What follows belongs to an exercise in optimizing a design on an open flow for small area and a short achievable clock period; a production flow would make more cautious choices. Only simulation tests tie the RTL to the original design; equivalence was not proved. Power figures rest on the tool's default switching activity, not on a simulated workload.

==> flow/design.v <==
package enc_bridge_pkg;
    typedef logic [31:0] wb_word_t;
    typedef logic [1:0]  in_sym_t;
    typedef logic [5:0]  out_sym_t;
    typedef logic [5:0]  param_sel_t;
    typedef logic [9:0]  blocksize_t;
    typedef logic [9:0]  conf_p_t;
    typedef logic [11:0] conf_q_t;
    typedef struct packed {
        logic     cyc;
        logic     stb;
        logic     we;
        wb_word_t dat;
    } wb_req_t;
    typedef struct packed {
        logic     ack;
        wb_word_t dat;
    } wb_rsp_t;
    typedef struct packed {
        logic    eof;
        logic    bof;
        in_sym_t sym;
    } rx_entry_t;
    typedef struct packed {
        logic     eof;
        logic     bof;
        out_sym_t sym;
    } tx_entry_t;
    typedef struct packed {
        logic      valid;
        rx_entry_t entry;
    } enc_in_t;
    typedef struct packed {
        logic      valid;
        tx_entry_t entry;
    } enc_out_t;
    typedef struct packed {
        blocksize_t blocksize;
        conf_p_t    p;
        conf_q_t    q0;
        conf_q_t    q1;
        conf_q_t    q2;
        conf_q_t    q3;
    } block_conf_t;
    typedef enum logic {
        PHASE_IDLE,
        PHASE_ACK
    } bus_phase_t;
endpackage
`timescale 1ns/10ps
module sym_mem
#(
    parameter int DATA_W = 8,
    parameter int ADDR_W = 8,
    parameter int LO_W   = 4
)
(
    input  logic                            clk,
    input  logic                            i_wr,
    input  logic [(1 << LO_W)-1:0]          i_wsel_lo_n,    
    input  logic [(1 << (ADDR_W-LO_W))-1:0] i_wsel_hi,
    input  logic [DATA_W-1:0]               i_wdata,
    input  logic [(1 << LO_W)-1:0]          i_rsel_lo,
    input  logic [(1 << (ADDR_W-LO_W))-1:0] i_rsel_hi,
    output logic [4*DATA_W-1:0]             o_qdata
);
    localparam int NG = 1 << (ADDR_W - LO_W);
    localparam int NL = 1 << LO_W;
    localparam int GQ = NG / 4;
    logic [DATA_W-1:0] mem [0:(1 << ADDR_W)-1];
    logic [DATA_W-1:0] grp [0:NG-1];
    logic [NG-1:0]     wgrp_n;
    logic [(1 << ADDR_W)-1:0] wrow;
    for (genvar g = 0; g < NG; g++)
    begin : g_wsel
        assign wgrp_n[g] = ~(i_wr & i_wsel_hi[g]);
        for (genvar i = 0; i < NL; i++)
        begin : g_e
            assign wrow[g * NL + i] = ~(wgrp_n[g] | i_wsel_lo_n[i]);
        end
    end
    always_comb
    begin
        for (int g = 0; g < NG; g++)
        begin
            grp[g] = '0;
            for (int i = 0; i < NL; i++)
                grp[g] = grp[g] | (mem[g * NL + i] & {DATA_W{i_rsel_lo[i]}});
        end
        o_qdata = '0;
        for (int q = 0; q < 4; q++)
            for (int g = q * GQ; g < (q + 1) * GQ; g++)
                o_qdata[q*DATA_W +: DATA_W] = o_qdata[q*DATA_W +: DATA_W] |
                                              (grp[g] & {DATA_W{i_rsel_hi[g]}});
    end
    always_ff @(posedge clk)
    begin
        for (int g = 0; g < NG; g++)
            for (int i = 0; i < NL; i++)
                if (wrow[g * NL + i])
                    mem[g * NL + i] <= i_wdata;
    end
endmodule
`timescale 1ns/10ps
module block_conf_rom
(
    input  logic                        clk,
    input  logic                        rst,
    input  enc_bridge_pkg::param_sel_t  i_sel,
    output enc_bridge_pkg::block_conf_t o_conf
);
    enc_bridge_pkg::block_conf_t conf_d;
    function automatic enc_bridge_pkg::block_conf_t mk_conf(input int bs, input int p,
                                                            input int q0, input int q1,
                                                            input int q2, input int q3);
        mk_conf = {bs[9:0], p[9:0], q0[11:0], q1[11:0], q2[11:0], q3[11:0]};
    endfunction
    always_comb
    begin
        conf_d = '0;
        if (i_sel < 34)
        begin
            case (i_sel)
                6'd0:  conf_d = mk_conf(14, 9, 3, 11, 51, 19);
                6'd1:  conf_d = mk_conf(38, 17, 3, 23, 63, 11);
                6'd2:  conf_d = mk_conf(51, 23, 3, 23, 107, 107);
                6'd3:  conf_d = mk_conf(55, 23, 3, 43, 131, 115);
                6'd4:  conf_d = mk_conf(59, 23, 3, 11, 23, 219);
                6'd5:  conf_d = mk_conf(62, 23, 3, 35, 63, 63);
                6'd6:  conf_d = mk_conf(69, 25, 3, 7, 111, 103);
                6'd7:  conf_d = mk_conf(84, 23, 3, 7, 83, 71);
                6'd8:  conf_d = mk_conf(85, 23, 3, 55, 255, 215);
                6'd9:  conf_d = mk_conf(93, 25, 3, 31, 111, 107);
                6'd10: conf_d = mk_conf(96, 25, 3, 11, 103, 107);
                6'd11: conf_d = mk_conf(100, 23, 3, 35, 131, 127);
                6'd12: conf_d = mk_conf(108, 29, 3, 19, 123, 123);
                6'd13: conf_d = mk_conf(115, 29, 3, 23, 239, 239);
                6'd14: conf_d = mk_conf(123, 31, 3, 15, 7, 3);
                6'd15: conf_d = mk_conf(128, 31, 3, 7, 135, 131);
                6'd16: conf_d = mk_conf(130, 31, 3, 7, 11, 3);
                6'd17: conf_d = mk_conf(144, 31, 3, 3, 3, 3);
                6'd18: conf_d = mk_conf(170, 33, 3, 63, 523, 515);
                6'd19: conf_d = mk_conf(175, 37, 3, 11, 3, 11);
                6'd20: conf_d = mk_conf(188, 37, 3, 15, 167, 159);
                6'd21: conf_d = mk_conf(192, 37, 3, 7, 183, 123);
                6'd22: conf_d = mk_conf(194, 39, 3, 3, 319, 319);
                6'd23: conf_d = mk_conf(256, 45, 3, 7, 199, 183);
                6'd24: conf_d = mk_conf(264, 43, 3, 3, 27, 11);
                6'd25: conf_d = mk_conf(298, 49, 3, 15, 23, 3);
                6'd26: conf_d = mk_conf(307, 49, 3, 27, 3, 7);
                6'd27: conf_d = mk_conf(333, 49, 3, 23, 3, 23);
                6'd28: conf_d = mk_conf(355, 53, 3, 19, 239, 223);
                6'd29: conf_d = mk_conf(400, 53, 3, 43, 243, 219);
                6'd30: conf_d = mk_conf(438, 59, 3, 7, 247, 243);
                6'd31: conf_d = mk_conf(444, 59, 3, 35, 731, 715);
                6'd32: conf_d = mk_conf(539, 65, 3, 15, 31, 3);
                6'd33: conf_d = mk_conf(59, 23, 3, 11, 23, 219);
                default: conf_d = '0;
            endcase
        end
    end
    always_ff @(posedge clk)
    begin
        if (rst)
            o_conf <= '0;
        else
            o_conf <= conf_d;
    end
endmodule
`timescale 1ns/10ps
module enc_bridge_ctrl
(
    input  logic                    clk,
    input  logic                    rst,
    input  enc_bridge_pkg::wb_req_t i_req,
    output logic                    o_ack,
    output logic                    o_ack_out,
    output logic                    o_rden,
    output logic                    o_access,
    output logic                    o_rx_push
);
    logic ack;
    logic rden;
    logic ack_out;
    assign o_access  = i_req.cyc && i_req.stb && !ack;
    assign o_rx_push = o_access && i_req.we && i_req.dat[15];
    always_ff @(posedge clk)
    begin
        if (rst)
        begin
            ack     <= 1'b0;
            ack_out <= 1'b0;
            rden <= 1'b0;
        end
        else
        begin
            ack     <= o_access;
            ack_out <= i_req.cyc && i_req.stb && !ack_out;
            if (o_access)
                rden <= i_req.dat[13];
        end
    end
    assign o_ack     = ack;
    assign o_ack_out = ack_out;
    assign o_rden = rden;
endmodule
`timescale 1ns/10ps
module enc_bridge_top
(
    input  logic                        clk,
    input  logic                        rst,
    input  logic [34:0]                 i_req,
    output logic [32:0]                 o_rsp,
    input  logic [5:0]                  i_param_sel,
    output logic [4:0]                  o_enc_in,
    input  logic [8:0]                  i_enc_out,
    output logic [67:0]                 o_conf
);
    localparam int AW = 8;
    enc_bridge_pkg::wb_req_t     req;
    enc_bridge_pkg::enc_out_t    enc_out;
    enc_bridge_pkg::block_conf_t conf;
    assign req     = i_req;
    assign enc_out = i_enc_out;
    assign o_conf  = conf;
    logic access;
    logic rx_push;
    logic ack;
    logic ack_out;
    logic rden;
    enc_bridge_ctrl u_ctrl (
        .clk       (clk),
        .rst       (rst),
        .i_req     (req),
        .o_ack     (ack),
        .o_ack_out (ack_out),
        .o_rden    (rden),
        .o_access  (access),
        .o_rx_push (rx_push)
    );
    block_conf_rom u_conf_rom (
        .clk    (clk),
        .rst    (rst),
        .i_sel  (i_param_sel),
        .o_conf (conf)
    );
    enc_bridge_pkg::rx_entry_t rx_wdata;
    enc_bridge_pkg::rx_entry_t rx_rdata;
    enc_bridge_pkg::rx_entry_t rx_head;       
    enc_bridge_pkg::rx_entry_t rx_head_d;
    logic [15:0]               rx_w_lo_n;     
    logic [15:0]               rx_w_hi;       
    logic [AW:0]               rx_cnt;        
    logic [AW:0]               rx_cnt_q;      
    logic                      rx_inc_q, rx_dec_q;
    logic                      rx_empty, rx_one, rx_full;
    logic                      rx_wr, rx_pop, rx_pop_d, rx_last;
    logic                      drain_active, drain_d;
    logic [4:0]                enc_in_q;
    logic [2:0]                rx_rdata_lo;   
    logic                      rx_rdata_eof;
    logic [AW:0]               rx_old;        
    logic [15:0]               rx_r1_lo_n;
    logic [15:0]               rx_r1_hi_n;
    logic [11:0]               rx_q_d, rx_q;   
    logic [3:0]                rx_eq_d, rx_eq;
    logic [3:0]                rx_qsel, rx_eqsel;
    logic [7:0]                rx_r1_hi7_n;
    logic                      rx_byp;        
    enc_bridge_pkg::rx_entry_t rx_bypd;
    assign rx_wdata.eof = req.dat[7];
    assign rx_wdata.bof = req.dat[6];
    assign rx_wdata.sym = req.dat[1:0];
    logic rx_inc, rx_dec;
    logic rx_two, rx_n255;
    assign rx_two  = (rx_cnt == (AW+1)'(2));
    assign rx_n255 = (rx_cnt == (AW+1)'(255));
    assign rx_inc  = rx_wr && !rx_pop;
    assign rx_dec  = rx_pop && !rx_wr;
    assign rx_cnt = rx_inc_q ? rx_cnt_q + 1'b1 :
                    rx_dec_q ? rx_cnt_q - 1'b1 : rx_cnt_q;
    assign rx_pop  = drain_active && !rx_empty;
    assign rx_wr   = rx_push && (!rx_full || rx_pop);
    assign rx_last = rx_empty || (rx_one && rx_pop);
    assign drain_d  = (rx_push && req.dat[7]) || (drain_active && !rx_empty);
    assign rx_pop_d = drain_d && (!rx_last || rx_wr);
    always_comb
    begin
        if (rx_last)
            rx_head_d = rx_wdata;
        else if (rx_pop)
            rx_head_d = rx_rdata;
        else
            rx_head_d = rx_head;
    end
    assign rx_r1_hi7_n = rx_r1_hi_n[7:0] | rx_r1_hi_n[15:8];
    sym_mem #(.DATA_W(3), .ADDR_W(AW)) u_rx_mem (
        .clk       (clk),
        .i_wr      (rx_wr),
        .i_wsel_lo_n (rx_w_lo_n),
        .i_wsel_hi (rx_w_hi),
        .i_wdata   (rx_wdata[2:0]),
        .i_rsel_lo (rx_r1_lo_n),
        .i_rsel_hi (rx_r1_hi_n),
        .o_qdata   (rx_q_d)
    );
    sym_mem #(.DATA_W(1), .ADDR_W(AW-1)) u_rx_eof (
        .clk       (clk),
        .i_wr      (rx_wr),
        .i_wsel_lo_n (rx_w_lo_n),
        .i_wsel_hi (rx_w_hi[7:0] | rx_w_hi[15:8]),
        .i_wdata   (rx_wdata.eof),
        .i_rsel_lo (rx_r1_lo_n),
        .i_rsel_hi (rx_r1_hi7_n),
        .o_qdata   (rx_eq_d)
    );
    always_ff @(posedge clk)
    begin
        rx_q    <= rx_q_d;
        rx_eq   <= rx_eq_d;
        rx_bypd <= rx_wdata;
    end
    always_comb
    begin
        rx_rdata_lo  = '0;
        rx_rdata_eof = 1'b0;
        for (int q = 0; q < 4; q++)
        begin
            rx_rdata_lo  = rx_rdata_lo | (rx_q[3*q +: 3] & {3{rx_qsel[q]}});
            rx_rdata_eof = rx_rdata_eof | (rx_eq[q] & rx_eqsel[q]);
        end
    end
    assign rx_rdata = rx_byp ? rx_bypd :
                      {rx_rdata_eof && (rx_old[AW:1] == '0), rx_rdata_lo};
    always_ff @(posedge clk)
    begin
        rx_head <= rx_head_d;
    end
    always_ff @(posedge clk)
    begin
        if (rst)
        begin
            rx_w_lo_n    <= 16'hfffe;
            rx_w_hi      <= 16'h0001;
            rx_r1_lo_n   <= 16'h0002;
            rx_r1_hi_n   <= 16'h0001;
            rx_qsel      <= 4'b0001;
            rx_eqsel     <= 4'b0001;
            rx_byp       <= 1'b0;
            rx_cnt_q     <= '0;
            rx_inc_q     <= 1'b0;
            rx_dec_q     <= 1'b0;
            rx_empty     <= 1'b1;
            rx_one       <= 1'b0;
            rx_full      <= 1'b0;
            rx_old       <= '0;
            drain_active <= 1'b0;
            enc_in_q     <= '0;
        end
        else
        begin
            if (rx_wr)
            begin
                rx_w_lo_n <= {rx_w_lo_n[14:0], rx_w_lo_n[15]};
                if (!rx_w_lo_n[15])
                    rx_w_hi <= {rx_w_hi[14:0], rx_w_hi[15]};
            end
            if (rx_pop_d)
            begin
                rx_r1_lo_n <= {rx_r1_lo_n[14:0], rx_r1_lo_n[15]};
                if (rx_r1_lo_n[15])
                    rx_r1_hi_n <= {rx_r1_hi_n[14:0], rx_r1_hi_n[15]};
            end
            for (int q = 0; q < 4; q++)
            begin
                rx_qsel[q]  <= |rx_r1_hi_n[4*q +: 4];
                rx_eqsel[q] <= |rx_r1_hi7_n[2*q +: 2];
            end
            rx_byp   <= rx_wr && ((rx_one && !rx_pop) || (rx_two && rx_pop));
            rx_cnt_q <= rx_cnt;
            rx_inc_q <= rx_inc;
            rx_dec_q <= rx_dec;
            rx_empty <= (rx_empty && !rx_inc) || (rx_one && rx_dec);
            rx_one   <= (rx_one && !rx_inc && !rx_dec) || (rx_empty && rx_inc) || (rx_two && rx_dec);
            rx_full  <= (rx_full && !rx_dec) || (rx_n255 && rx_inc);
            if (!drain_active)
                rx_old <= rx_cnt;
            else if (rx_pop && (rx_old != '0))
                rx_old <= rx_old - 1'b1;
            drain_active <= drain_d;
            enc_in_q     <= rx_pop_d ? {1'b1, rx_head_d} : 5'b0;
        end
    end
    assign o_enc_in = enc_in_q;
    enc_bridge_pkg::tx_entry_t tx_rdata;
    enc_bridge_pkg::tx_entry_t tx_head_q;
    logic [15:0]               tx_w_lo_n;     
    logic [15:0]               tx_w_hi;       
    logic [AW:0]               tx_cnt;        
    logic [AW:0]               tx_cnt_q;      
    logic                      tx_inc_q, tx_dec_q;
    logic                      tx_empty, tx_full;
    logic                      tx_wr, tx_pop;
    logic                      frame_ready;
    logic [15:0]               tx_r_lo_n;     
    logic [15:0]               tx_r_hi_n;     
    logic                      tx_pop_d;
    logic [31:0]               tx_q_d, tx_q;
    logic [3:0]                tx_qsel;
    logic                      tx_byp;
    enc_bridge_pkg::tx_entry_t tx_bypd;
    logic        tx_inc, tx_dec;
    logic        tx_one, tx_n255;
    assign tx_one    = (tx_cnt == (AW+1)'(1));
    assign tx_n255   = (tx_cnt == (AW+1)'(255));
    assign tx_cnt = tx_inc_q ? tx_cnt_q + 1'b1 :
                    tx_dec_q ? tx_cnt_q - 1'b1 : tx_cnt_q;
    assign tx_inc    = tx_wr && !tx_pop;
    assign tx_dec    = tx_pop && !tx_wr;
    assign tx_pop   = ack && rden && !tx_empty;
    assign tx_wr    = enc_out.valid && (!tx_full || tx_pop);
    sym_mem #(.DATA_W(8), .ADDR_W(AW)) u_tx_mem (
        .clk     (clk),
        .i_wr    (tx_wr),
        .i_wsel_lo_n (tx_w_lo_n),
        .i_wsel_hi (tx_w_hi),
        .i_wdata (enc_out.entry),
        .i_rsel_lo (tx_r_lo_n),
        .i_rsel_hi (tx_r_hi_n),
        .o_qdata (tx_q_d)
    );
    assign tx_pop_d = access && req.dat[13] &&
                      !((tx_empty && !tx_inc) || (tx_one && tx_dec));
    always_ff @(posedge clk)
    begin
        tx_q    <= tx_q_d;
        tx_bypd <= enc_out.entry;
    end
    always_comb
    begin
        tx_rdata = '0;
        if (tx_byp)
            tx_rdata = tx_bypd;
        else
            for (int q = 0; q < 4; q++)
                tx_rdata = tx_rdata | (tx_q[8*q +: 8] & {8{tx_qsel[q]}});
    end
    always_ff @(posedge clk)
    begin
        tx_head_q <= tx_empty ? enc_out.entry : tx_rdata;
    end
    always_ff @(posedge clk)
    begin
        if (rst)
        begin
            tx_w_lo_n   <= 16'hfffe;
            tx_w_hi     <= 16'h0001;
            tx_r_lo_n   <= 16'h0001;
            tx_r_hi_n   <= 16'h0001;
            tx_qsel     <= 4'b0001;
            tx_byp      <= 1'b0;
            tx_cnt_q    <= '0;
            tx_inc_q    <= 1'b0;
            tx_dec_q    <= 1'b0;
            tx_empty    <= 1'b1;
            tx_full     <= 1'b0;
            frame_ready <= 1'b0;
        end
        else
        begin
            if (tx_wr)
            begin
                tx_w_lo_n <= {tx_w_lo_n[14:0], tx_w_lo_n[15]};
                if (!tx_w_lo_n[15])
                    tx_w_hi <= {tx_w_hi[14:0], tx_w_hi[15]};
            end
            if (tx_pop_d)
            begin
                tx_r_lo_n <= {tx_r_lo_n[14:0], tx_r_lo_n[15]};
                if (tx_r_lo_n[15])
                    tx_r_hi_n <= {tx_r_hi_n[14:0], tx_r_hi_n[15]};
            end
            for (int q = 0; q < 4; q++)
                tx_qsel[q] <= |tx_r_hi_n[4*q +: 4];
            tx_byp  <= tx_wr && (tx_empty || (tx_one && tx_pop));
            tx_cnt_q <= tx_cnt;
            tx_inc_q <= tx_inc;
            tx_dec_q <= tx_dec;
            tx_empty <= (tx_empty && !tx_inc) || (tx_one && tx_dec);
            tx_full  <= (tx_full && !tx_dec) || (tx_n255 && tx_inc);
            if (enc_out.valid && enc_out.entry.eof)
                frame_ready <= 1'b1;
            else if (tx_empty)
                frame_ready <= 1'b0;
        end
    end
    assign o_rsp = {ack_out, 16'b0, frame_ready, 1'b1, 6'b0, tx_head_q};
endmodule
==> flow/run.sh <==
#!/bin/bash
# synth_recipe.tcl (not shown) runs the flow's synth.tcl, then flattens the netlist and writes it again
# the make line also repeats each setting of config.mk as NAME=value (left out here)
make -C /OpenROAD-flow-scripts/flow DESIGN_CONFIG=/design/flow/config.mk WORK_HOME=/design/flow/orfs CLKGATE_MAP_FILE= SYNTH_SCRIPT=/design/flow/synth_recipe.tcl finish
==> flow/config.mk <==
export PLATFORM = sky130hd
export DESIGN_NAME = enc_bridge_top
export DESIGN_NICKNAME = enc_bridge_top
export VERILOG_FILES = /design/flow/design.v
export SDC_FILE = /design/flow/constraint.sdc
export NUM_CORES = 4
export LEC_CHECK = 0
export CAP_MARGIN = 20
export CORE_MARGIN = 2
export CORE_UTILIZATION = 60
export CTS_CLUSTER_DIAMETER = 80
export CTS_CLUSTER_SIZE = 24
export SETUP_SLACK_MARGIN = 2.9
export SLEW_MARGIN = 20
export TNS_END_PERCENT = 20
==> flow/constraint.sdc <==
create_clock -name core_clock -period 5.5 [get_ports {clk}]
set_input_delay 1.1000 -clock core_clock [delete_from_list [all_inputs] [get_ports {clk}]]
set_output_delay 1.1000 -clock core_clock [all_outputs]
set_load 0.01 [all_outputs]
==> qor.yml, run 1 <==
p_per_area_mw_per_mm2: 315
leakagePower_nw: 40.7
die_h_um: 452
tns_ns: 0
syn2layout_area_growth_pct: 7.43
cap_violations: 0
instances_no_fill: 10100
relSlewSlack: 0.216
wl_um: 342000
tightest_slew_ns: 1.18
dp_slack_ns: 1.12
final_antenna_net_count: 0
fillers: 14100
synth_area_per_cell_sq_um: 16.4
endpoint_kind: "flip-flop"
drt_drc_violations_left: 0
drt-initial-drc-count: 11400
syn_inst: 7363
path_clk_slew_ns: 0.10
synth_cell_types: 73
synthTopCellsByArea: "edfxtp_1 (73%), dfxtp_1 (4.9%), a22o_1 (3.6%), a221oi_1 (3.6%), a22oi_1 (3.5%)"
cts-root-buf: "clkbuf_16"
grt_pass1_vias: 66600
routed_via_density: 7.02
cts_hold_buf: 0
rsz0062_at_grt: "true"
async_flop_share: 0
synth_commonest_cells: "edfxtp_1 (2944), a22oi_1 (558), a22o_1 (499), a221oi_1 (493), and2_1 (488)"
wl_per_cell_um: 34.0
cp-start-kind: "flip-flop"
gr-usage-met1: 0.517
placed_area_sq_mm: 0.124
antenna_found_initial: 37
final_nets: 7331
cts_buffer_depth: 3
reg2reg_depth: 5
die_width_um: 452
portBuffers: 85
ir_worst_vdd_mv: 0.315
synth_edf_count: 2944
start_util: 0.604
cp_data_arrival_time_ns: 3.66
setup_viol: 0
fin_crit_sh: 0.550
grt_pass1_wl_um: 486000
cts_sinks: 3238
yosysMostFrequentCell: "edfxtp_1"
synth_seq_cells: 3238
final.min_clock_period_ns: 3.02
grt_overflow: 0
cp_max_fo: 49
ios: 158
gr-usage-met2: 0.498
busiest_layer: "met1"
hold_violations: 0
cp.required_ns: 6.14
synth_ff_type: "edfxtp_1"
finalInstanceArea_sq_mm: 0.130
grt_max_degree: 175
ys_seq_area_frac: 0.782
grt_usage: 0.331
yosys_warnings: 12
synth_top_cell_by_area: "edfxtp_1"
place_congestion: 0.878
setup_ws_ns: 2.48
clkLatencyLatePin_ns: 0.85
place_inst: 9731
finalMaxSlewViolations: 0
cts_tree: "done"
drt_first_pass_iters: 8
syn_area_sq_mm: 0.121
max_freq_mhz: 331
holdPathStages: 1
critPathKind: "flip-flop to flip-flop"
hpwl_um: 197000
outcome: "finished clean"
num_rows: 164
htree_levels: 4
vias: 70500
core_area_sq_mm: 0.200
die_area_sq_mm: 0.205
utilization: 0.649
hp-class: "flip-flop to flip-flop"
cts_buffers: 155
use_met3: 0.0507
finClkSkew_ns: 0.0325
drive_gt1_frac: 0.0752
synth_top_area_frac: 0.733
## cell type report
| type | count | area (sq um) | area share |
|---|---|---|---|
| clock inverters | 16 | 134 | 0.00103 |
| multi-input cells | 3540 | 24200 | 0.187 |
| clock buffers | 252 | 4340 | 0.0335 |
| well taps | 2656 | 3320 | 0.0257 |
| inverters | 56 | 233 | 0.00180 |
| diodes | 18 | 45.0 | 0.000348 |
| flip-flops and latches | 3238 | 94400 | 0.729 |
| repair buffers | 275 | 2840 | 0.0219 |
## registers in the layout, indices dropped and copies added (netlist names), 16 cells and up
signal,count
rx_r1_hi_n,16
rx_r1_lo_n,16
rx_w_hi,16
rx_w_lo_n,16
tx_q,32
tx_r_hi_n,16
tx_r_lo_n,16
tx_w_hi,16
tx_w_lo_n,16
u_conf_rom.o_conf,34
u_rx_eof.mem,128
u_rx_mem.mem,768
u_tx_mem.mem,2048
## critical path: stages (launching register included)
cell and delay, ns:
dfxtp_4 0.64, buf_4 0.41, a221oi_1 0.64, nand4_1 0.29
a22oi_1 0.49, nand3_1 0.29
## stage by stage
stage | hold slack (ns) | power, mW
after floorplan | 0.396 | 27.7
after global placement | 0.417 | 28.3
after detailed placement | 0.414 | 28.3
after CTS | 0.430 | 40.8
after global routing | 0.451 | 41.7
final | 0.429 | 40.8
## worst paths after layout
kind | slack [ns] | from | end
setup / recovery | 2.48 | tx_r_lo_n[3]$_SDFFE_PP0N_ | tx_q[1]$_DFF_P_
hold / removal | 0.43 | u_ctrl.ack_out$_SDFF_PP0_ | u_ctrl.ack_out$_SDFF_PP0_
hold reg to reg | 0.43 | u_ctrl.ack_out$_SDFF_PP0_ | u_ctrl.ack_out$_SDFF_PP0_
setup reg to reg | 2.48 | tx_r_lo_n[3]$_SDFFE_PP0N_ | tx_q[1]$_DFF_P_
## what timing repair did
action / in CTS / in global routing
endpoints found under the setup margin: 2786 / 2450
pin swaps: 7 / 6
cloned: 0 / 0
buffers inserted: 16 / 18
gates resized for setup: 24 / 131
## cells by family (layout without fill, tap and decap cells)
logic type / Yosys count / after routing / synth area share
compound gates: 1955 / 1955 / 0.127
mux: 38 / 38 / 0.00328
simple gates: 1468 / 1468 / 0.0635
fa+ha+maj: 14 / 14 / 0.00143
buf+inv: 629 / 599 / 0.0217
other cells: 2 / 64 / 0.0000623
flops: 3238 / 3238 / 0.782
xor+xnor: 19 / 19 / 0.00138
## report_power, final
group | switching (mW) | internal, mW | total (mW)
sequential | 0.0320 | 26.8 | 26.8
combinational | 0.721 | 0.216 | 0.937
clock | 7.46 | 5.53 | 13.0
## placed cells by master, fill, tap and decap left out, types with 59 or more instances in the layout
cell,instances
clkbuf_16,159
a22o_1,499
a22oi_1,557
clkbuf_1,92
o21ai_0,153
a21oi_1,122
a221oi_1,493
clkdlybuf4s50_1,59
and2_1,416
dfxtp_1,260
nand2_1,183
nand4_1,162
edfxtp_1,2944
nor2_1,287
buf_4,140
nand3_1,210
## metal layers
metal / vias up / part of all wire
met5: - / 0.000023
met2: 4033 / 0.45
li1: 29300 / -
met1: 36800 / 0.42
met3: 412 / 0.11
met4: 2 / 0.022
==> inputs of run 2 (changes only) <==
--- a/flow/design.v
+++ b/flow/design.v
@@ -256,4 +256,5 @@
     logic                      rx_empty, rx_one, rx_full;
     logic                      rx_wr, rx_pop, rx_pop_d, rx_last;
+    logic                      rx_wok;        
     logic                      drain_active, drain_d;
     logic [4:0]                enc_in_q;
@@ -281,5 +282,5 @@
                     rx_dec_q ? rx_cnt_q - 1'b1 : rx_cnt_q;
     assign rx_pop  = drain_active && !rx_empty;
-    assign rx_wr   = rx_push && (!rx_full || rx_pop);
+    assign rx_wr   = rx_push && rx_wok;
     assign rx_last = rx_empty || (rx_one && rx_pop);
     assign drain_d  = (rx_push && req.dat[7]) || (drain_active && !rx_empty);
@@ -354,4 +355,5 @@
             rx_one       <= 1'b0;
             rx_full      <= 1'b0;
+            rx_wok       <= 1'b1;
             rx_old       <= '0;
             drain_active <= 1'b0;
@@ -384,4 +386,5 @@
             rx_one   <= (rx_one && !rx_inc && !rx_dec) || (rx_empty && rx_inc) || (rx_two && rx_dec);
             rx_full  <= (rx_full && !rx_dec) || (rx_n255 && rx_inc);
+            rx_wok   <= !((rx_full && !rx_dec) || (rx_n255 && rx_inc)) || rx_pop_d;
             if (!drain_active)
                 rx_old <= rx_cnt;
@@ -402,4 +405,5 @@
     logic                      tx_empty, tx_full;
     logic                      tx_wr, tx_pop;
+    logic                      tx_wok;        
     logic                      frame_ready;
     logic [15:0]               tx_r_lo_n;     
@@ -419,5 +423,5 @@
     assign tx_dec    = tx_pop && !tx_wr;
     assign tx_pop   = ack && rden && !tx_empty;
-    assign tx_wr    = enc_out.valid && (!tx_full || tx_pop);
+    assign tx_wr    = enc_out.valid && tx_wok;
     sym_mem #(.DATA_W(8), .ADDR_W(AW)) u_tx_mem (
         .clk     (clk),
@@ -465,4 +469,5 @@
             tx_empty    <= 1'b1;
             tx_full     <= 1'b0;
+            tx_wok      <= 1'b1;
             frame_ready <= 1'b0;
         end
@@ -489,4 +494,5 @@
             tx_empty <= (tx_empty && !tx_inc) || (tx_one && tx_dec);
             tx_full  <= (tx_full && !tx_dec) || (tx_n255 && tx_inc);
+            tx_wok   <= !((tx_full && !tx_dec) || (tx_n255 && tx_inc)) || tx_pop_d;
             if (enc_out.valid && enc_out.entry.eof)
                 frame_ready <= 1'b1;
==> qor.yml, run 2 <==
outcome: "finished clean"  # unchanged
cts_buffers: 156  # was 155
hpwl_um: 202000  # was 197000 um
die_area_sq_mm: 0.204  # was 0.205 sq mm
fillers: 14000  # was 14100
start_util: 0.604  # about the same
relSlewSlack: 0.214  # was 0.216
ir_worst_vdd_mv: 0.364  # was 0.315 mV
cp_max_fo: 32  # was 49
crit_path_cell_trace: "buf_4 > a22o_1 > a221oi_1 > nand4_1 > a22oi_1 > nand3_1"  # was buf_4 > a221oi_1 > nand4_1 > a22oi_1 > nand3_1
wl_per_cell_um: 34.8  # was 34.0 um
syn_area_sq_mm: 0.121  # about the same
synth_compound_area_frac: 0.127  # about the same
vias: 70400  # was 70500
finalMaxSlewViolations: 0  # unchanged
max_freq_mhz: 360  # was 331 MHz
p_per_area_mw_per_mm2: 316  # was 315 mW/mm^2
clkLatencyLatePin_ns: 0.85  # about the same
grt_pass1_vias: 67100  # was 66600
instances_no_fill: 10100  # about the same
synth_top_family_by_area: "compound AO/OA/AOI/OAI gates"  # unchanged
yosysMostFrequentCell: "edfxtp_1"  # unchanged
cts_sinks: 3240  # was 3238
cts_tree: "done"  # unchanged
synth_commonest_cells: "edfxtp_1 (2944), a22oi_1 (532), a221oi_1 (511), a22o_1 (511), and2_1 (494)"  # was edfxtp_1 (2944), a22oi_1 (558), a22o_1 (499), a221oi_1 (493), and2_1 (488)
syn2layout_area_growth_pct: 8.09  # was 7.43%
ios: 158  # unchanged
place_congestion: 0.892  # was 0.878
synth_fa_ha_area_frac: 0.00135  # was 0.00143
setup_viol: 0  # unchanged
ff2ff_setup_slack_ns: 2.72  # was 2.48 ns
cap_violations: 0  # unchanged
crit_start: "tx_r_lo_n[3]$_SDFFE_PP0P_"  # was tx_r_lo_n[3]$_SDFFE_PP0N_
place_inst: 9703  # was 9731
r2r_start: "tx_r_lo_n[3]$_SDFFE_PP0P_"  # was tx_r_lo_n[3]$_SDFFE_PP0N_
antenna_found_initial: 22  # was 37
final_cell_mix: "edfxtp_1 (2944), a22oi_1 (528), a22o_1 (511)"  # was edfxtp_1 (2944), a22oi_1 (557), a22o_1 (499)
top_regs: "u_tx_mem.mem x2048, u_rx_mem.mem x768, u_rx_eof.mem x128"  # unchanged
final_common_cell: "edfxtp_1"  # unchanged
hold_violations: 0  # unchanged
hold_start: "u_ctrl.ack_out$_SDFF_PP0_"  # unchanged
grt_max_degree: 155  # was 175
drt-initial-drc-count: 9619  # was 11400
routed_via_density: 7.01  # was 7.02
cp_slowest_stage_delay_ns: 0.58  # was 0.64 ns
drt_drc_violations_left: 0  # unchanged
portBuffers: 85  # unchanged
cp-start-kind: "flip-flop"  # unchanged
synth-simple-area-share: 0.0659  # was 0.0635
hp-class: "flip-flop to flip-flop"  # unchanged
synth_area_per_cell_sq_um: 16.5  # was 16.4 sq um
wl_um: 350000  # was 342000 um
tns_ns: 0  # unchanged
finClkSkew_ns: 0.0176  # was 0.0325 ns
drt_first_pass_iters: 8  # unchanged
endpoint_kind: "flip-flop"  # unchanged
cts_buffer_depth: 3  # unchanged
grt_overflow: 0  # unchanged
htree_levels: 4  # unchanged
synth_ff_type: "edfxtp_1"  # unchanged
syn_inst: 7324  # was 7363
largest_register_ffs: 2048  # unchanged
leakagePower_nw: 41.9  # was 40.7 nW
cts-root-buf: "clkbuf_16"  # unchanged
synth_top_area_frac: 0.733  # about the same
drive_gt1_frac: 0.0942  # was 0.0752
synth_seq_cells: 3240  # was 3238
core_area_sq_mm: 0.200  # unchanged
final_nets: 7326  # was 7331
total_power_mw: 41.2  # was 40.8 mW
final_antenna_net_count: 0  # unchanged
critPathKind: "flip-flop to flip-flop"  # unchanged
synth_top_cell_by_area: "edfxtp_1"  # unchanged
tightest_slew_ns: 1.18  # about the same
synthTopCellsByArea: "edfxtp_1 (73%), dfxtp_1 (4.9%), a221oi_1 (3.7%), a22o_1 (3.7%), a22oi_1 (3.3%)"  # was edfxtp_1 (73%), dfxtp_1 (4.9%), a22o_1 (3.6%), a221oi_1 (3.6%), a22oi_1 (3.5%)
yosys_warnings: 12  # unchanged
synth_xor_area_frac: 0.000872  # was 0.00138
ys_seq_area_frac: 0.783  # was 0.782
die_width_um: 452  # about the same
synth_edf_count: 2944  # unchanged
synth_cell_types: 81  # was 73
cp.required_ns: 6.21  # was 6.14 ns
crit_slowest_cell: "a22oi_1"  # was dfxtp_4
final.min_clock_period_ns: 2.78  # was 3.02 ns
cp_data_arrival_time_ns: 3.49  # was 3.66 ns
grt_usage: 0.334  # was 0.331
regMostFlops: "u_tx_mem.mem"  # unchanged
num_rows: 164  # unchanged
path_clk_slew_ns: 0.10  # about the same
fin_crit_sh: 0.506  # was 0.550
die_h_um: 452  # about the same
grt_pass1_wl_um: 490000  # was 486000 um
rsz0062_at_grt: "true"  # unchanged
synth.area.mux_share: 0.00133  # was 0.00328
async_flop_share: 0  # unchanged
run 2: cell count changes in the layout (fill, tap and decap cells not counted), moves of 17 or more:
cell and change:
or2_2 +119, dlygate4sd2_1 +17, nor2_1 -170, clkdlybuf4s50_1 -52, o21ai_0 +36, a22oi_1 -29
and2_2 +24, dlymetal6s2s_1 +34, o21bai_1 -30, nand2b_1 -20, mux2i_1 -19, nand2_1 +64
run 2: path summary, 6_finish.rpt:
path / endpoint / depth (start not counted)
setup / recovery: tx_q[29]$_DFF_P_ / 6
hold reg to reg: u_ctrl.ack_out$_SDFF_PP0_ / 1
setup reg to reg: tx_q[29]$_DFF_P_ / 6
hold / removal: u_ctrl.ack_out$_SDFF_PP0_ / 1
run 2: routing by layer:
metal / vias up / part of all wire / track usage
met4: 4 / 0.030 / 0.0986
met5: - / 0.000066 / 0
met1: 36600 / 0.40 / 0.487
li1: 29300 / - / -
met2: 3984 / 0.47 / 0.526
met3: 494 / 0.10 / 0.0543
run 2: through the flow:
stage / utilization / hold slack [ns] / worst slack, ns / cell area (sq um)
floorplan: - / 0.399 / 2.86 / 121000
global placement: 0.623 / 0.408 / 1.16 / 124000
detailed placement: 0.623 / 0.415 / 1.12 / 124000
CTS: 0.649 / 0.423 / 2.63 / 130000
global route: 0.652 / 0.459 / 2.73 / 130000
finish: 0.653 / 0.420 / 2.72 / 130000
run 2: timing repair:
item | 4_1_cts | 5_1_grt
endpoints found under the setup margin | 3144 | 319
resized for setup | 103 | 101
pin swaps | 18 | 5
gates cloned | 0 | 6
hold buffers | 0 | 0
buffers inserted | 40 | 10
run 2: critical path: cells and delay by family (launching register included):
| family | cells | cell delay, ns |
|---|---|---|
| flip-flops | 1 | 0.56 |
| buffers and inverters | 1 | 0.33 |
| AND/OR/NAND/NOR | 2 | 0.46 |
| AO/OA/AOI/OAI | 3 | 1.28 |
run 2: power breakdown:
part,switching [mW],total (mW),internal [mW]
registers,0.0416,26.9,26.8
logic,0.737,0.942,0.205
clock network,7.60,13.4,5.79
run 2: cells by family after synthesis:
logic type	Yosys count
muxes	16
other	2
AOI/OAI and AO/OA	1973
adders and majority gates	13
DFF	3240
xor gates and xnor gates	12
and+or+nand+nor	1467
buffers and inverters	601
run 2: final cells by class:
cell class	count	area, sq um	area share
Tap cell	2656	3320	0.0255
Sequential cell	3240	94400	0.725
Timing Repair Buffer	277	3230	0.0248
Multi-Input combinational cell	3528	24300	0.187
Clock buffer	262	4540	0.0349
Antenna cell	11	27.5	0.000211
Clock inverter	21	186	0.00143
Inverter	58	218	0.00167
==> inputs of run 3 (changes only) <==
--- a/flow/config.mk
+++ b/flow/config.mk
@@ -13,3 +13,3 @@
 export SETUP_SLACK_MARGIN = 2.9
 export SLEW_MARGIN = 20
-export TNS_END_PERCENT = 20
+export TNS_END_PERCENT = 100
==> qor.yml, run 3 <==
seq_area_sq_mm: 0.0944  # about the same
synth_commonest_cells: "edfxtp_1 (2944), a22oi_1 (532), a221oi_1 (511), a22o_1 (511), and2_1 (494)"  # unchanged
final_common_cell: "edfxtp_1"  # unchanged
p_switching_mw: 8.35  # was 8.38 mW
drt-met1-wl_um: 137000  # was 139000 um
max_freq_mhz: 375  # was 360 MHz
ios: 158  # unchanged
antenna_found_initial: 16  # was 22
critPathKind: "flip-flop to flip-flop"  # unchanged
grt_pass1_wl_um: 487000  # was 490000 um
num_rows: 164  # unchanged
crit_slowest_cell: "dfxtp_4"  # was a22oi_1
top_regs: "u_tx_mem.mem x2048, u_rx_mem.mem x768, u_rx_eof.mem x128"  # unchanged
cp_data_arrival_time_ns: 3.33  # was 3.49 ns
cts_sinks: 3240  # unchanged
synthTopCellsByArea: "edfxtp_1 (73%), dfxtp_1 (4.9%), a221oi_1 (3.7%), a22o_1 (3.7%), a22oi_1 (3.3%)"  # unchanged
cp-start-kind: "flip-flop"  # unchanged
grt_max_degree: 189  # was 155
yosysMostFrequentCell: "edfxtp_1"  # unchanged
internal_power_mw: 32.9  # was 32.8 mW
hold_violations: 0  # unchanged
multi_input_area_sq_mm: 0.0245  # was 0.0243 sq mm
cts_buffer_depth: 3  # unchanged
grt_pass1_vias: 66700  # was 67100
final_nets: 7360  # was 7326
drive_gt1_frac: 0.110  # was 0.0942
wl_um: 346000  # was 350000 um
top_layer_used: "met5"  # unchanged
cts_buffers: 157  # was 156
cp.required_ns: 6.17  # was 6.21 ns
yosys_warnings: 12  # unchanged
drt_first_pass_iters: 6  # was 8
hpwl_um: 201000  # was 202000 um
leakagePower_nw: 41.6  # was 41.9 nW
largest_register_ffs: 2048  # unchanged
wl_met3_um: 32800  # was 35200 um
power_frac_comb: 0.022  # was 0.023
synth_top_cell_by_area: "edfxtp_1"  # unchanged
final_cell_mix: "edfxtp_1 (2944), a22oi_1 (517), a22o_1 (511)"  # was edfxtp_1 (2944), a22oi_1 (528), a22o_1 (511)
htree_levels: 4  # unchanged
endpoint_kind: "flip-flop"  # unchanged
crit_buf_inv: 1  # unchanged
finalMaxSlewViolations: 0  # unchanged
setup_viol: 0  # unchanged
synth_fa_ha_area_frac: 0.00135  # unchanged
relSlewSlack: 0.247  # was 0.214
cts_tree: "done"  # unchanged
fillers: 13900  # was 14000
utilization: 0.655  # was 0.653
syn_inst: 7324  # unchanged
wl_met2_um: 164000  # was 165000 um
rsz0062_at_grt: "true"  # unchanged
synth_xor_area_frac: 0.000872  # unchanged
tns_ns: 0  # unchanged
p_seq_frac: 0.652  # about the same
die_h_um: 452  # unchanged
syn_area_sq_mm: 0.121  # unchanged
routed_via_density: 6.99  # was 7.01
outcome: "finished clean"  # unchanged
final.min_clock_period_ns: 2.67  # was 2.78 ns
synth-simple-area-share: 0.0659  # unchanged
synth_ff_type: "edfxtp_1"  # unchanged
portBuffers: 85  # unchanged
p_per_area_mw_per_mm2: 315  # was 316 mW/mm^2
ys_seq_area_frac: 0.783  # unchanged
async_flop_share: 0  # unchanged
core_area_sq_mm: 0.200  # unchanged
drt_drc_violations_left: 0  # unchanged
synth_edf_count: 2944  # unchanged
hp-class: "flip-flop to flip-flop"  # unchanged
cap_violations: 0  # unchanged
final_antenna_net_count: 0  # unchanged
swShare: 0.202  # was 0.203
wl_per_cell_um: 34.3  # was 34.8 um
ir_worst_vdd_mv: 0.341  # was 0.364 mV
clkLatencyLatePin_ns: 0.86  # was 0.85 ns
synth_seq_cells: 3240  # unchanged
synth_cell_types: 81  # unchanged
cts_hold_buf: 0  # unchanged
synth_compound_area_frac: 0.127  # unchanged
drt-initial-drc-count: 10000  # was 9619
crit_path_cell_trace: "buf_4 > a22o_1 > a221oi_1 > nand4_1 > a22oi_1 > nand3_1"  # unchanged
finClkSkew_ns: 0.0311  # was 0.0176 ns
crit_family: "compound AO/OA/AOI/OAI gates"  # unchanged
die_width_um: 452  # unchanged
synth_top_area_frac: 0.733  # unchanged
cts-root-buf: "clkbuf_16"  # unchanged
regMostFlops: "u_tx_mem.mem"  # unchanged
place_congestion: 0.891  # was 0.892
synth.area.mux_share: 0.00133  # unchanged
start_util: 0.604  # unchanged
vias: 70500  # was 70400
cp_slowest_stage_delay_ns: 0.57  # was 0.58 ns
p_clk_frac: 0.326  # was 0.325
synth_top_family_by_area: "compound AO/OA/AOI/OAI gates"  # unchanged
grt_overflow: 0  # unchanged
grt_usage: 0.333  # was 0.334
syn2layout_area_growth_pct: 8.48  # was 8.09%
path_clk_slew_ns: 0.09  # was 0.10 ns
tightest_slew_ns: 1.13  # was 1.18 ns
fin_crit_sh: 0.485  # was 0.506
die_area_sq_mm: 0.204  # unchanged
synth_area_per_cell_sq_um: 16.5  # unchanged
cp_max_fo: 33  # was 32
run 3: kinds of logic (layout without fill, tap and decap cells):
group | after synthesis | after routing
flip-flops | 3240 | 3240
AO/OA/AOI/OAI | 1973 | 1973
AND/OR/NAND/NOR | 1467 | 1468
buffers and inverters | 601 | 645
multiplexers | 16 | 16
adder cells (fa/ha/maj) | 13 | 13
XOR/XNOR | 12 | 12
other | 2 | 59
run 3: what timing repair did:
item | CTS | global route
pin swaps | 30 | 8
gates resized for setup | 306 | 50
endpoints found under the setup margin | 3075 | 1014
cloned | 0 | 4
buffers inserted | 67 | 8
run 3: metal layers:
metal  up-vias  global-route usage
li1      29400                   -
met1     36500               0.485
met2      3998               0.523
met3       556              0.0503
met4         4               0.106
met5         -                   0
run 3: final timing paths:
kind,start,endpoint,slack [ns],cells after the start
worst max-delay path,tx_r_lo_n[2]$_SDFFE_PP0P_,tx_q[0]$_DFF_P_,2.83,6
worst min-delay path,u_ctrl.ack_out$_SDFF_PP0_,u_ctrl.ack_out$_SDFF_PP0_,0.42,1
worst max register to register,tx_r_lo_n[2]$_SDFFE_PP0P_,tx_q[0]$_DFF_P_,2.83,6
worst min register to register,u_ctrl.ack_out$_SDFF_PP0_,u_ctrl.ack_out$_SDFF_PP0_,0.42,1
run 3: cell type report:
class / count / area share
antenna: 13 / 0.000249
clock buffer: 252 / 0.0348
clock inverter: 25 / 0.00181
inverter: 58 / 0.00173
multi-input combinational: 3528 / 0.187
sequential: 3240 / 0.722
tap: 2656 / 0.0254
timing repair buffer: 310 / 0.0263
run 3: worst reg2reg max path, cell delays in order, from the launching register on:
cell      delay [ns]
dfxtp_4         0.57
buf_4           0.45
a22o_1          0.29
a221oi_1        0.24
nand4_1         0.17
a22oi_1         0.49
nand3_1         0.29
run 3: stage by stage:
stage	hold slack [ns]	cells	setup WS, ns	cell area [sq um]	power, mW
final	0.423	10100	2.83	131000	41.3
after detailed placement	0.419	9713	1.07	124000	28.3
after global placement	0.410	9713	1.03	124000	28.3
after CTS	0.432	10100	2.81	130000	41.3
after floorplan	0.399	7368	2.90	121000	27.7
after global routing	0.452	10100	2.84	131000	42.2
run 3: power by group through the flow:
stage / registers [mW] / clock network, mW / logic, mW
global placement: 27.4 / 0 / 0.868
floorplan: 27.4 / 0 / 0.317
finish: 26.9 / 13.5 / 0.913
CTS: 26.9 / 13.6 / 0.891
detailed placement: 27.4 / 0 / 0.887
global route: 26.9 / 14.3 / 0.970
==> inputs of run 4 (changes only) <==
--- a/flow/config.mk
+++ b/flow/config.mk
@@ -8,8 +8,8 @@
 export CAP_MARGIN = 20
 export CORE_MARGIN = 2
-export CORE_UTILIZATION = 60
+export CORE_UTILIZATION = 70
 export CTS_CLUSTER_DIAMETER = 80
 export CTS_CLUSTER_SIZE = 24
 export SETUP_SLACK_MARGIN = 2.9
 export SLEW_MARGIN = 20
-export TNS_END_PERCENT = 100
+export TNS_END_PERCENT = 20
==> qor.yml, run 4 <==
outcome: "finished clean"  # unchanged
tightest_slew_ns: 1.28  # was 1.13 ns
finClkSkew_ns: 0.0239  # was 0.0311 ns
die_width_um: 419  # was 452 um
cp_data_arrival_time_ns: 3.53  # was 3.33 ns
clkLatencyLatePin_ns: 0.85  # was 0.86 ns
cap_violations: 0  # unchanged
final_common_cell: "edfxtp_1"  # unchanged
critPathKind: "flip-flop to flip-flop"  # unchanged
synth_xor_area_frac: 0.000872  # unchanged
grt_usage: 0.372  # was 0.333
drt_drc_violations_left: 0  # unchanged
yosysMostFrequentCell: "edfxtp_1"  # unchanged
synth_seq_cells: 3240  # unchanged
swShare: 0.199  # was 0.202
htree_levels: 4  # unchanged
core_area_sq_mm: 0.171  # was 0.200 sq mm
wl_um: 330000  # was 346000 um
drive_gt1_frac: 0.0889  # was 0.110
yosys_warnings: 12  # unchanged
die_area_sq_mm: 0.176  # was 0.204 sq mm
ys_seq_area_frac: 0.783  # unchanged
synth-simple-area-share: 0.0659  # unchanged
synth_top_area_frac: 0.733  # unchanged
cts_hold_buf: 0  # unchanged
max_freq_mhz: 347  # was 375 MHz
final_nets: 7332  # was 7360
grt_pass1_vias: 67200  # was 66700
relSlewSlack: 0.148  # was 0.247
cp.required_ns: 6.15  # was 6.17 ns
total_power_mw: 40.8  # was 41.3 mW
finalMaxSlewViolations: 0  # unchanged
power_frac_comb: 0.022  # about the same
crit_path_cell_trace: "buf_4 > a22o_1 > a221oi_1 > nand4_1 > a22oi_1 > nand3_1"  # unchanged
hpwl_um: 198000  # was 201000 um
p_per_area_mw_per_mm2: 315  # about the same
hold_violations: 0  # unchanged
cp_slowest_stage_delay_ns: 0.58  # was 0.57 ns
ios: 158  # unchanged
synth_area_per_cell_sq_um: 16.5  # unchanged
vias: 71700  # was 70500
hp-class: "flip-flop to flip-flop"  # unchanged
die_h_um: 419  # was 452 um
setup_ws_ns: 2.62  # was 2.83 ns
synth.area.mux_share: 0.00133  # unchanged
synth_fa_ha_area_frac: 0.00135  # unchanged
final_antenna_net_count: 0  # unchanged
fillers: 10100  # was 13900
syn_inst: 7324  # unchanged
dp_slack_ns: 0.820  # was 1.07 ns
cts_buffers: 154  # was 157
portBuffers: 85  # unchanged
grt_overflow: 0  # unchanged
final_cell_mix: "edfxtp_1 (2944), a22oi_1 (531), a22o_1 (511)"  # was edfxtp_1 (2944), a22oi_1 (517), a22o_1 (511)
drt_first_pass_iters: 6  # unchanged
cts_sinks: 3240  # unchanged
p_seq_frac: 0.659  # was 0.652
path_clk_slew_ns: 0.09  # about the same
rsz0062_at_grt: "true"  # unchanged
synth_edf_count: 2944  # unchanged
synth_cell_types: 81  # unchanged
tns_ns: 0  # unchanged
synth_ff_type: "edfxtp_1"  # unchanged
synth_commonest_cells: "edfxtp_1 (2944), a22oi_1 (532), a221oi_1 (511), a22o_1 (511), and2_1 (494)"  # unchanged
num_rows: 152  # was 164
instances_no_fill: 9700  # was 10100
synthTopCellsByArea: "edfxtp_1 (73%), dfxtp_1 (4.9%), a221oi_1 (3.7%), a22o_1 (3.7%), a22oi_1 (3.3%)"  # unchanged
setup_viol: 0  # unchanged
cts-root-buf: "clkbuf_16"  # unchanged
cp-start-kind: "flip-flop"  # unchanged
p_clk_frac: 0.319  # was 0.326
crit_buf_inv: 1  # unchanged
antenna_found_initial: 22  # was 16
synth_top_cell_by_area: "edfxtp_1"  # unchanged
crit_family: "compound AO/OA/AOI/OAI gates"  # unchanged
drt-initial-drc-count: 13100  # was 10000
regMostFlops: "u_tx_mem.mem"  # unchanged
final.min_clock_period_ns: 2.88  # was 2.67 ns
largest_register_ffs: 2048  # unchanged
grt_max_degree: 137  # was 189
cp_max_fo: 36  # was 33
place_congestion: 0.916  # was 0.891
wl_per_cell_um: 34.0  # was 34.3 um
synth_compound_area_frac: 0.127  # unchanged
start_util: 0.703  # was 0.604
utilization: 0.756  # was 0.655
async_flop_share: 0  # unchanged
p_switching_mw: 8.10  # was 8.35 mW
synth_top_family_by_area: "compound AO/OA/AOI/OAI gates"  # unchanged
internal_power_mw: 32.7  # was 32.9 mW
syn_area_sq_mm: 0.121  # unchanged
ir_worst_vdd_mv: 0.385  # was 0.341 mV
syn2layout_area_growth_pct: 7.43  # was 8.48%
cts_buffer_depth: 3  # unchanged
grt_pass1_wl_um: 468000  # was 487000 um
routed_via_density: 7.39  # was 6.99
cts_tree: "done"  # unchanged
fin_crit_sh: 0.524  # was 0.485
top_regs: "u_tx_mem.mem x2048, u_rx_mem.mem x768, u_rx_eof.mem x128"  # unchanged
place_inst: 9374  # was 9713
endpoint_kind: "flip-flop"  # unchanged
leakagePower_nw: 41.1  # was 41.6 nW
crit_slowest_cell: "dfxtp_4"  # unchanged
run 4: routing by layer:
metal	global-route usage	vias to the layer above	share of wire
met2	0.540	5383	0.45
met3	0.0967	547	0.14
met1	0.570	36400	0.38
met4	0.0963	7	0.027
met5	0	-	0.00060
li1	-	29300	-
run 4: power by group through the flow:
stage / Sequential, mW / Combinational [mW] / Clock [mW]
2_1_floorplan: 27.4 / 0.317 / 0
3_3_place_gp: 27.4 / 0.865 / 0
3_5_place_dp: 27.4 / 0.889 / 0
4_1_cts: 26.9 / 0.894 / 13.0
5_1_grt: 26.9 / 0.970 / 13.8
6_report: 26.9 / 0.916 / 13.0
run 4: kinds of logic (layout without fill, tap and decap cells):
kind of cell / count (synthesis) / in the layout
simple gates: 1467 / 1467
compound gates: 1973 / 1973
fa+ha+maj: 13 / 13
flops: 3240 / 3240
other cells: 2 / 59
xor+xnor: 12 / 12
buf+inv: 601 / 610
mux: 16 / 16
run 4: worst paths after layout:
path,to,slack (ns),cells after the start,startpoint
hold reg to reg,u_ctrl.ack_out$_SDFF_PP0_,0.42,1,u_ctrl.ack_out$_SDFF_PP0_
setup reg to reg,tx_q[20]$_DFF_P_,2.62,6,tx_r_lo_n[7]$_SDFFE_PP0P_
hold / removal,u_ctrl.ack_out$_SDFF_PP0_,0.42,1,u_ctrl.ack_out$_SDFF_PP0_
setup / recovery,tx_q[20]$_DFF_P_,2.62,6,tx_r_lo_n[7]$_SDFFE_PP0P_
run 4: area by class of cell:
cell class	instances	area, sq um	area share
timing repair buffer	286	3130	0.0241
sequential	3240	94400	0.729
clock inverter	15	150	0.00116
multi-input combinational	3527	24200	0.187
inverter	58	218	0.00168
antenna	13	32.5	0.000251
tap	2310	2890	0.0223
clock buffer	251	4430	0.0342
run 4: per-stage QoR:
step / hold slack [ns] / instance area, sq um
floorplan: 0.399 / 121000
global placement: 0.410 / 124000
detailed placement: 0.412 / 124000
CTS: 0.425 / 129000
global route: 0.434 / 129000
finish: 0.421 / 129000
run 4: repair_timing:
| action | CTS | global route |
|---|---|---|
| pin swaps | 19 | 3 |
| endpoints found under the setup margin | 3098 | 1876 |
| gates resized for setup | 34 | 46 |
| buffers inserted | 37 | 6 |
run 4: worst register-to-register path: cells and delay by family, from the launching register on:
| kind | cells | cell delay [ns] |
|---|---|---|
| AO/OA/AOI/OAI | 3 | 1.12 |
| buffers and inverters | 1 | 0.37 |
| flip-flops | 1 | 0.58 |
| AND/OR/NAND/NOR | 2 | 0.62 |
==> inputs of run 5 (changes only) <==
--- a/flow/design.v
+++ b/flow/design.v
@@ -256,5 +256,4 @@
     logic                      rx_empty, rx_one, rx_full;
     logic                      rx_wr, rx_pop, rx_pop_d, rx_last;
-    logic                      rx_wok;        
     logic                      drain_active, drain_d;
     logic [4:0]                enc_in_q;
@@ -282,5 +281,5 @@
                     rx_dec_q ? rx_cnt_q - 1'b1 : rx_cnt_q;
     assign rx_pop  = drain_active && !rx_empty;
-    assign rx_wr   = rx_push && rx_wok;
+    assign rx_wr   = rx_push && (!rx_full || rx_pop);
     assign rx_last = rx_empty || (rx_one && rx_pop);
     assign drain_d  = (rx_push && req.dat[7]) || (drain_active && !rx_empty);
@@ -355,5 +354,4 @@
             rx_one       <= 1'b0;
             rx_full      <= 1'b0;
-            rx_wok       <= 1'b1;
             rx_old       <= '0;
             drain_active <= 1'b0;
@@ -386,5 +384,4 @@
             rx_one   <= (rx_one && !rx_inc && !rx_dec) || (rx_empty && rx_inc) || (rx_two && rx_dec);
             rx_full  <= (rx_full && !rx_dec) || (rx_n255 && rx_inc);
-            rx_wok   <= !((rx_full && !rx_dec) || (rx_n255 && rx_inc)) || rx_pop_d;
             if (!drain_active)
                 rx_old <= rx_cnt;
@@ -405,5 +402,4 @@
     logic                      tx_empty, tx_full;
     logic                      tx_wr, tx_pop;
-    logic                      tx_wok;        
     logic                      frame_ready;
     logic [15:0]               tx_r_lo_n;     
@@ -423,5 +419,5 @@
     assign tx_dec    = tx_pop && !tx_wr;
     assign tx_pop   = ack && rden && !tx_empty;
-    assign tx_wr    = enc_out.valid && tx_wok;
+    assign tx_wr    = enc_out.valid && (!tx_full || tx_pop);
     sym_mem #(.DATA_W(8), .ADDR_W(AW)) u_tx_mem (
         .clk     (clk),
@@ -469,5 +465,4 @@
             tx_empty    <= 1'b1;
             tx_full     <= 1'b0;
-            tx_wok      <= 1'b1;
             frame_ready <= 1'b0;
         end
@@ -494,5 +489,4 @@
             tx_empty <= (tx_empty && !tx_inc) || (tx_one && tx_dec);
             tx_full  <= (tx_full && !tx_dec) || (tx_n255 && tx_inc);
-            tx_wok   <= !((tx_full && !tx_dec) || (tx_n255 && tx_inc)) || tx_pop_d;
             if (enc_out.valid && enc_out.entry.eof)
                 frame_ready <= 1'b1;
==> flow/flow/run.sh (new file) <==
#!/bin/bash
# The standard layout (standard.sh), with the platform's delay cells kept
# out of the layout: port buffering and timing repair otherwise pick them as
# plain buffers on input and output paths, where they only add delay.
set -euo pipefail
cat >> config.mk <<'MK'
export DONT_USE_CELLS += sky130_fd_sc_hd__clkdlybuf4s15_1 sky130_fd_sc_hd__clkdlybuf4s15_2 sky130_fd_sc_hd__clkdlybuf4s18_1 sky130_fd_sc_hd__clkdlybuf4s18_2 sky130_fd_sc_hd__clkdlybuf4s25_1 sky130_fd_sc_hd__clkdlybuf4s25_2 sky130_fd_sc_hd__clkdlybuf4s50_1 sky130_fd_sc_hd__clkdlybuf4s50_2 sky130_fd_sc_hd__dlygate4sd1_1 sky130_fd_sc_hd__dlygate4sd2_1 sky130_fd_sc_hd__dlygate4sd3_1 sky130_fd_sc_hd__dlymetal6s2s_1 sky130_fd_sc_hd__dlymetal6s4s_1 sky130_fd_sc_hd__dlymetal6s6s_1
MK
bash standard.sh > standard_flow.log 2>&1
==> flow/standard.sh (new file) <==
#!/bin/bash
# synth_recipe.tcl (not shown) runs the flow's synth.tcl, then flattens the netlist and writes it again
# the make line also repeats each setting of config.mk as NAME=value (left out here)
make -C /OpenROAD-flow-scripts/flow DESIGN_CONFIG=/design/flow/config.mk WORK_HOME=/design/flow/orfs CLKGATE_MAP_FILE= SYNTH_SCRIPT=/design/flow/synth_recipe.tcl "${@:-finish}"
--- a/flow/config.mk
+++ b/flow/config.mk
@@ -8,5 +8,5 @@
 export CAP_MARGIN = 20
 export CORE_MARGIN = 2
-export CORE_UTILIZATION = 70
+export CORE_UTILIZATION = 60
 export CTS_CLUSTER_DIAMETER = 80
 export CTS_CLUSTER_SIZE = 24
@@ -14,2 +14,3 @@
 export SLEW_MARGIN = 20
 export TNS_END_PERCENT = 20
+export DONT_USE_CELLS += sky130_fd_sc_hd__clkdlybuf4s15_1 sky130_fd_sc_hd__clkdlybuf4s15_2 sky130_fd_sc_hd__clkdlybuf4s18_1 sky130_fd_sc_hd__clkdlybuf4s18_2 sky130_fd_sc_hd__clkdlybuf4s25_1 sky130_fd_sc_hd__clkdlybuf4s25_2 sky130_fd_sc_hd__clkdlybuf4s50_1 sky130_fd_sc_hd__clkdlybuf4s50_2 sky130_fd_sc_hd__dlygate4sd1_1 sky130_fd_sc_hd__dlygate4sd2_1 sky130_fd_sc_hd__dlygate4sd3_1 sky130_fd_sc_hd__dlymetal6s2s_1 sky130_fd_sc_hd__dlymetal6s4s_1 sky130_fd_sc_hd__dlymetal6s6s_1
removed: flow/run.sh
==> qor.yml, run 5 <==
cp-start-kind: "flip-flop"  # unchanged
r2r_start: "tx_empty$_SDFF_PP1_"  # was tx_r_lo_n[7]$_SDFFE_PP0P_
num_rows: 164  # was 152
fin_crit_sh: 0.533  # was 0.524
core_area_sq_mm: 0.200  # was 0.171 sq mm
cts_buffers: 156  # was 154
syn_inst: 7363  # was 7324
die_width_um: 452  # was 419 um
yosys_warnings: 12  # unchanged
yosysMostFrequentCell: "edfxtp_1"  # unchanged
leakagePower_nw: 40.5  # was 41.1 nW
p_per_area_mw_per_mm2: 318  # was 315 mW/mm^2
synth_top_family_by_area: "compound AO/OA/AOI/OAI gates"  # unchanged
synthTopCellsByArea: "edfxtp_1 (73%), dfxtp_1 (4.9%), a22o_1 (3.6%), a221oi_1 (3.6%), a22oi_1 (3.5%)"  # was edfxtp_1 (73%), dfxtp_1 (4.9%), a221oi_1 (3.7%), a22o_1 (3.7%), a22oi_1 (3.3%)
p_seq_frac: 0.653  # was 0.659
ff2ff_setup_slack_ns: 2.57  # was 2.62 ns
wl_um: 350000  # was 330000 um
cts_sinks: 3238  # was 3240
final_antenna_net_count: 0  # unchanged
fillers: 14100  # was 10100
timing.rr.end: "u_tx_mem.mem[223][7]$_DFFE_PN_"  # was tx_q[20]$_DFF_P_
clkLatencyLatePin_ns: 0.87  # was 0.85 ns
endpoint_kind: "flip-flop"  # unchanged
start_util: 0.604  # was 0.703
wl_per_cell_um: 34.6  # was 34.0 um
portBuffers: 85  # unchanged
cp_max_fo: 12  # was 36
antenna_found_initial: 23  # was 22
cp_data_arrival_time_ns: 3.43  # was 3.53 ns
ys_seq_area_frac: 0.782  # was 0.783
holdPathStages: 1  # unchanged
reg2reg_depth: 8  # was 6
synth_seq_cells: 3238  # was 3240
routed_via_density: 6.94  # was 7.39
hold_start: "u_ctrl.ack_out$_SDFF_PP0_"  # unchanged
ios: 158  # unchanged
hold_violations: 0  # unchanged
busiest_layer: "met2"  # was met1
p_clk_frac: 0.325  # was 0.319
synth-simple-area-share: 0.0637  # was 0.0659
drt-initial-drc-count: 10300  # was 13100
grt_max_degree: 172  # was 137
gr-usage-met1: 0.457  # was 0.570
drive_gt1_frac: 0.0740  # was 0.0889
synth_edf_count: 2944  # unchanged
synth_fa_ha_area_frac: 0.00143  # was 0.00135
setup_viol: 0  # unchanged
drt_first_pass_iters: 6  # unchanged
drt_drc_violations_left: 0  # unchanged
critPathKind: "flip-flop to flip-flop"  # unchanged
finalMaxSlewViolations: 0  # unchanged
synth_commonest_cells: "edfxtp_1 (2944), a22oi_1 (558), a22o_1 (499), a221oi_1 (493), and2_1 (488)"  # was edfxtp_1 (2944), a22oi_1 (532), a221oi_1 (511), a22o_1 (511), and2_1 (494)
max_freq_mhz: 341  # was 347 MHz
place_congestion: 0.911  # was 0.916
grt_usage: 0.335  # was 0.372
die_area_sq_mm: 0.205  # was 0.176 sq mm
final_cell_mix: "edfxtp_1 (2944), a22oi_1 (542), a22o_1 (499)"  # was edfxtp_1 (2944), a22oi_1 (531), a22o_1 (511)
cp.required_ns: 6.00  # was 6.15 ns
hp-class: "flip-flop to flip-flop"  # unchanged
die_h_um: 452  # was 419 um
synth.area.mux_share: 0.00328  # was 0.00133
synth_cell_types: 73  # was 81
cts-root-buf: "clkbuf_16"  # unchanged
path_clk_slew_ns: 0.09  # about the same
grt_pass1_wl_um: 490000  # was 468000 um
syn_area_sq_mm: 0.121  # about the same
rsz0062_at_grt: "true"  # unchanged
htree_levels: 4  # unchanged
tightest_slew_ns: 1.18  # was 1.28 ns
finClkSkew_ns: 0.0414  # was 0.0239 ns
outcome: "finished clean"  # unchanged
synth_top_cell_by_area: "edfxtp_1"  # unchanged
cts_tree: "done"  # unchanged
relSlewSlack: 0.214  # was 0.148
synth_xor_area_frac: 0.00138  # was 0.000872
synth_compound_area_frac: 0.127  # about the same
final_common_cell: "edfxtp_1"  # unchanged
ir_worst_vdd_mv: 0.367  # was 0.385 mV
tns_ns: 0  # unchanged
hold_end: "u_ctrl.ack_out$_SDFF_PP0_"  # unchanged
power_frac_comb: 0.022  # about the same
syn2layout_area_growth_pct: 7.19  # was 7.43%
timing.hold.ws_ns: 0.435  # was 0.421 ns
swShare: 0.203  # was 0.199
vias: 70200  # was 71700
cap_violations: 0  # unchanged
internal_power_mw: 32.8  # was 32.7 mW
regMostFlops: "u_tx_mem.mem"  # unchanged
synth_ff_type: "edfxtp_1"  # unchanged
async_flop_share: 0  # unchanged
final_nets: 7374  # was 7332
synth_top_area_frac: 0.733  # about the same
cts_buffer_depth: 3  # unchanged
grt_overflow: 0  # unchanged
hpwl_um: 202000  # was 198000 um
use_met3: 0.0407  # was 0.0967
grt_pass1_vias: 67200  # unchanged
gr-usage-met2: 0.548  # was 0.540
final.min_clock_period_ns: 2.93  # was 2.88 ns
largest_register_ffs: 2048  # unchanged
synth_area_per_cell_sq_um: 16.4  # was 16.5 sq um
p_switching_mw: 8.34  # was 8.10 mW
top_regs: "u_tx_mem.mem x2048, u_rx_mem.mem x768, u_rx_eof.mem x128"  # unchanged
## run 5: metrics by stage
| step | util | total power [mW] | area (sq um) | cells | worst slack [ns] |
|---|---|---|---|---|---|
| 6_report | 0.647 | 41.1 | 129000 | 10100 | 2.57 |
| 2_1_floorplan | - | 27.7 | 121000 | 7407 | 2.87 |
| 5_1_grt | 0.647 | 42.1 | 129000 | 10100 | 2.56 |
| 3_5_place_dp | 0.619 | 28.3 | 123000 | 9746 | 0.942 |
| 4_1_cts | 0.644 | 41.1 | 129000 | 10100 | 2.33 |
| 3_3_place_gp | 0.619 | 28.3 | 123000 | 9746 | 0.987 |
## run 5: logic make-up after synthesis
kind of cell,count (synthesis)
other cells,2
xor+xnor,19
flops,3238
simple gates,1468
mux,38
buf+inv,629
fa+ha+maj,14
compound gates,1955
## run 5: area by class of cell
cell class / instances / area, sq um / area share
Timing Repair Buffer: 317 / 2290 / 0.0177
Sequential cell: 3238 / 94400 / 0.730
Inverter: 56 / 210 / 0.00163
Clock buffer: 262 / 4500 / 0.0348
Multi-Input combinational cell: 3540 / 24300 / 0.188
Antenna cell: 22 / 55.1 / 0.000426
Clock inverter: 22 / 225 / 0.00174
Tap cell: 2656 / 3320 / 0.0257
## run 5: layer usage
layer / routed length, um / up-vias
li1: - / 29400
met1: 134000 / 36300
met2: 172000 / 3852
met3: 29200 / 539
met4: 15100 / 2
met5: 13 / -
## run 5: worst max path at each step
stage	endpoint	start	cells past startpoint
2_1_floorplan	u_rx_eof.mem[102]$_DFFE_PN_	i_req[34]	7
3_3_place_gp	u_rx_mem.mem[160][1]$_DFFE_PN_	i_req[33]	7
3_5_place_dp	u_rx_mem.mem[160][1]$_DFFE_PN_	i_req[34]	7
4_1_cts	tx_q[31]$_DFF_P_	tx_r_lo_n[0]$_SDFFE_PP1N_	6
5_1_grt	u_tx_mem.mem[223][0]$_DFFE_PN_	tx_empty$_SDFF_PP1_	8
6_report	u_tx_mem.mem[223][7]$_DFFE_PN_	tx_empty$_SDFF_PP1_	8
## run 5: critical path, cell delays in order, from the launching register on
cell and delay, ns:
dfxtp_2 0.41, and3b_1 0.34, o21ai_4 0.16, buf_6 0.20
buf_1 0.15, nor2_2 0.28, buf_6 0.29, nand2_1 0.22
inv_1 0.47
## run 5: power groups by stage
| stage | combinational [mW] | clock (mW) | sequential (mW) |
|---|---|---|---|
| after global routing | 0.956 | 14.3 | 26.8 |
| after floorplan | 0.317 | 0 | 27.4 |
| after detailed placement | 0.863 | 0 | 27.4 |
| after global placement | 0.848 | 0 | 27.4 |
| final | 0.899 | 13.4 | 26.8 |
| after CTS | 0.869 | 13.4 | 26.8 |
## run 5: repair_timing
action                      CTS  global route
hold buffers                  0             0
buffers inserted             29            30
setup endpoints to repair  3110          1821
gates resized for setup      33            87
pin swaps                    10            13

[what the ideal ports hide]
How much do the figures lean on ideal ports? The routed layouts below were timed once more, with nothing changed but the port constraints. Step 1 (the two cells are an assumption about what drives the block):
set clk [get_ports {clk}]
set_driving_cell -lib_cell sky130_fd_sc_hd__clkbuf_16 $clk
set_driving_cell -lib_cell sky130_fd_sc_hd__buf_2 [delete_from_list [all_inputs] $clk]
Step 2 times the ports against the registers' clock, not the clock port: input delays grow and output delays shrink by t, the midpoint of the rising clock arrivals with the driver on. a / b / c = ideal ports / drivers / drivers and shift; a / b = the first two.
run	t (ns)	setup slack, ns	slew at the worst register clock pin (ns)
run 1	0.929	2.477 / 2.477 / 1.576	0.10 / 0.10
run 2	0.947	2.719 / 2.719 / 1.931	0.10 / 0.10
run 3	0.931	2.835 / 2.835 / 2.004	0.10 / 0.10
run 4	0.921	2.616 / 2.604 / 1.882	0.10 / 0.10
run 5	0.940	2.570 / 2.570 / 1.820	0.10 / 0.10
After both steps setup and hold are still met in every run listed. For run 1, which loses most, drivers alone change the setup slack by 0.000 ns; drivers and shift together by -0.901 ns.
